This is an optimization exercise on Yosys and OpenROAD, whose aim is small area, a short achievable clock period and few clock cycles, not a production implementation.
Only simulation tests tie the RTL to the original design; equivalence was not proved.
Power figures rest on the tool's default switching activity, not on a simulated workload.

== rev 12 ==
## soft_cluster_membership
module soft_cluster_membership
#(
    parameter int NUM_CLUSTERS = 16,
    parameter int NUM_DIMS = 16,
    parameter int COORD_BITS = 16
)
(
    input  logic                  clk,
    input  logic                  rst_n,
    input  logic                  psel,
    input  logic                  penable,
    input  logic                  pwrite,
    input  logic [PADDR_W-1:0]    paddr,
    input  logic [31:0]           pwdata,
    output logic [31:0]           prdata,
    output logic                  pready,
    input  logic                  start,
    output logic                  busy,
    input  logic                  operation,
    input  logic [CLUSTER_W-1:0]  cluster,
    input  logic [DIM_W-1:0]      dim_index,
    input  logic [COORD_BITS-1:0] coord_value,
    input  logic                  last_coord,
    output logic                  result_valid,
    output logic [CLUSTER_W-1:0]  cluster_index,
    output logic [Q15_W-1:0]      membership,
    output logic                  last
);
    localparam int K = 16;
    logic [3:0]            ph_reg;
    logic                  busy_reg;
    logic                  go_reg;
    logic                  in_op;
    logic [3:0]            in_cl;
    logic [3:0]            in_dim;
    logic [15:0]           in_x;
    logic                  in_last;
    logic [4:0]            sl_reg;
    logic                  accept;
    logic                  occ_nx;
    logic                  op_nx;
    logic [3:0]            dim_nx;
    logic                  last_nx;
    logic                  fin_ok_nx;
  ...
For scale: about 31000 cells after synthesis.
Settings: LEC_CHECK=0, CAP_MARGIN=20, CORE_MARGIN=2, CORE_UTILIZATION=40, SLEW_MARGIN=20; clock period 12.0 ns.
standard.sh (not shown) runs the stock make flow with config.mk's settings and CLKGATE_MAP_FILE= SYNTH_SCRIPT=/design/flow/synth_recipe.tcl, a recipe that flattens the netlist after the stock synthesis.
==> flow/flow/run.sh <==
#!/bin/bash
# The standard layout, with timing repair aimed at 7 ns of setup slack
# (a 5 ns path budget at the design's 12 ns clock); constraints unchanged
set -euo pipefail
bash standard.sh SETUP_SLACK_MARGIN=7 finish > standard_flow.log 2>&1
Testbench counts of rev 12, summed over its fixed seeds: cycles 1,928.
For rev 13, these inputs were changed with respect to rev 12:
diff --git a/flow/design.v b/flow/design.v
--- a/flow/design.v
+++ b/flow/design.v
@@ -620,36 +620,34 @@
     logic                  occ_nx;
     logic                  op_nx;
     logic [3:0]            dim_nx;
     logic                  last_nx;
     logic                  fin_ok_nx;
     logic                  go_nx;
     logic                  go_lastpt;
     logic                  at0_nx;
     logic                  at8_nx;
     logic                  tsel_reg;
-    logic                  tsel8_reg;
     assign accept    = start && !busy_reg;
     assign occ_nx    = accept || busy_reg;
     assign op_nx     = accept ? operation   : in_op;
     assign dim_nx    = accept ? dim_index   : in_dim;
     assign last_nx   = accept ? last_coord  : in_last;
     assign go_lastpt = go_reg && in_op == OP_POINT && in_last;
     assign fin_ok_nx = !go_lastpt && sl_reg >= 5'd15;
     assign at0_nx    = dim_nx == 4'(ph_reg + 4'd1);
     assign at8_nx    = dim_nx == 4'(ph_reg + 4'd9) && op_nx == OP_POINT;
     assign go_nx     = occ_nx && (at0_nx || at8_nx)
                      && (op_nx == OP_LOAD || !last_nx || fin_ok_nx);
     always_ff @(posedge clk)
     begin
         tsel_reg <= !at0_nx;
-        tsel8_reg <= at8_nx;
         if (accept)
         begin
             in_op   <= operation;
             in_cl   <= cluster;
             in_dim  <= dim_index;
             in_x    <= coord_value;
             in_last <= last_coord;
         end
     end
     always_ff @(posedge clk or negedge rst_n)
@@ -676,38 +674,36 @@
             end
         end
     end
     logic pa_v, pa_last;
     logic pb_v, pb_last;
     logic fresh_reg;
     logic [3:0] fc_reg;
     logic pre_reg;
     logic init_reg;
     logic scan_on;
-    logic scan_first;
     logic go_pt;
     logic acc_clr;
     assign go_pt = go_reg && in_op == OP_POINT;
     assign acc_clr = pb_last || (fresh_reg && !pb_v);
+    assign scan_on = fc_reg != 4'd0 && fc_reg <= 4'd8;
     always_ff @(posedge clk or negedge rst_n)
     begin
         if (!rst_n)
         begin
             pa_v      <= 1'b0;
             pa_last   <= 1'b0;
             pb_v      <= 1'b0;
             pb_last   <= 1'b0;
             fresh_reg <= 1'b1;
             fc_reg    <= '0;
             pre_reg   <= 1'b0;
-            scan_first <= 1'b0;
-            scan_on   <= 1'b0;
             init_reg  <= 1'b0;
         end
         else
         begin
             pa_v    <= go_pt;
             pa_last <= go_pt && in_last;
             pb_v    <= pa_v;
             pb_last <= pa_last;
             if (pb_v)
             begin
@@ -715,22 +711,20 @@
             end
             if (pb_last)
             begin
                 fc_reg <= 4'd1;
             end
             else if (fc_reg != 4'd0)
             begin
                 fc_reg <= (fc_reg == 4'd11) ? 4'd0 : 4'(fc_reg + 1'b1);
             end
             pre_reg  <= fc_reg == 4'd9;
-            scan_first <= pb_last;
-            scan_on    <= pb_last || (fc_reg != 4'd0 && fc_reg < 4'd8);
             init_reg <= pre_reg;
         end
     end
     logic [K*ACC_W-1:0] snap;
     logic [K*ACC_W-1:0] acc_fin;
     for (genvar j = 0; j < K; j++)
     begin : g_lane
         logic [16*NUM_DIMS-1:0] ring;
         logic [15:0]            tap;
         logic                   we;
@@ -740,28 +734,21 @@
         logic [31:0]            r1;
         logic [31:0]            r2;
         logic [31:0]            r1_reg;
         logic [31:0]            r2_reg;
         logic [ACC_W-1:0]       acc_reg;
         logic [ACC_W-1:0]       acc_in;
         logic [ACC_W:0]         cs_s;
         logic [ACC_W:0]         cs_c;
         logic [ACC_W:0]         acc_sum;
         logic [ACC_W-1:0]       acc_new;
-        if (j < K / 2)
-        begin : g_t0
-            assign tap = tsel_reg ? ring[8*16 +: 16] : ring[15:0];
-        end
-        else
-        begin : g_t8
-            assign tap = tsel8_reg ? ring[8*16 +: 16] : ring[15:0];
-        end
+        assign tap = tsel_reg ? ring[8*16 +: 16] : ring[15:0];
         assign we  = go_reg && in_op == OP_LOAD && in_cl == 4'(j);
         scm_add #(
             .W(17)
         ) u_sub (
             .a  ({1'b0, in_x ^ 16'h8000}),
             .b  ({1'b1, ~(tap ^ 16'h8000)}),
             .ci (1'b1),
             .s  (d1)
         );
         always_ff @(posedge clk)
@@ -800,23 +787,25 @@
     always_ff @(posedge clk)
     begin
         snap <= pb_last ? acc_fin : {snap[ACC_W-1:0], snap[K*ACC_W-1:ACC_W]};
     end
     logic [ACC_W+3:0] sum_reg;
     logic [ACC_W-1:0] dmax_reg;
     logic [ACC_W-1:0] sa;
     logic [ACC_W-1:0] sb;
     logic [ACC_W-1:0] m0;
     logic [ACC_W+3:0] s0;
+    logic             scan_first;
     logic             ab;
     logic             am;
     logic             bm;
+    assign scan_first = fc_reg == 4'd1;
     assign sa = scan_on ? snap[0 +: ACC_W] : '0;
     assign sb = scan_on ? snap[8*ACC_W +: ACC_W] : '0;
     assign m0 = scan_first ? '0 : dmax_reg;
     assign s0 = scan_first ? '0 : sum_reg;
     logic [ACC_W:0]   c_ab;
     logic [ACC_W:0]   c_am;
     logic [ACC_W:0]   c_bm;
     logic [ACC_W+3:0] cs_s;
     logic [ACC_W+3:0] cs_c;
     logic [ACC_W+3:0] sum_nx;
==> run notes <==
Summary of rev 13 over rev 12: starting density of the core has remained practically unchanged; worst path buffer plus inverter count now sits higher; layout sequential cell count saw little to no change; utilization up 0.27 points. Rev 13 vs rev 12 on power share of the sequential group: rev 13 is the lower one. [compare] base=rev 12 new=rev 13: clock network contribution to total cell area essentially unchanged; part of the power in the clock network now smaller. Of rev 12 and rev 13, the run reporting the lower power per cell area was rev 12. [rev 13] placed instance count fell 207 relative to rev 12. | path length in cells of the critical path | lower: rev 12 |. Compared rev 13 against rev 12; clock sink total within noise.
Testbench counts of rev 13, summed over its fixed seeds: cycles 1,928.

[what the ideal ports hide]
The flow's constraints put no driver on any port. The routed layouts listed below were extracted and timed again, unchanged, in two steps. Step 1 assumes that a clkbuf_16 drives the clock port and a buf_2 every other input. Step 2, shift: input delay + t, output delay - t, t = (earliest + latest rising clock arrival at the registers) / 2. This alone moves slack from input paths to output paths. a / b / c = ideal ports / drivers / drivers and shift; a / b = the first two.
run	t (ns)	setup slack, ns	worst setup path after step 2
rev 12	1.294	7.035 / 7.035 / 7.035	register to register
rev 13	1.305	7.073 / 7.073 / 7.073	register to register
After both steps every run listed still meets setup and hold.
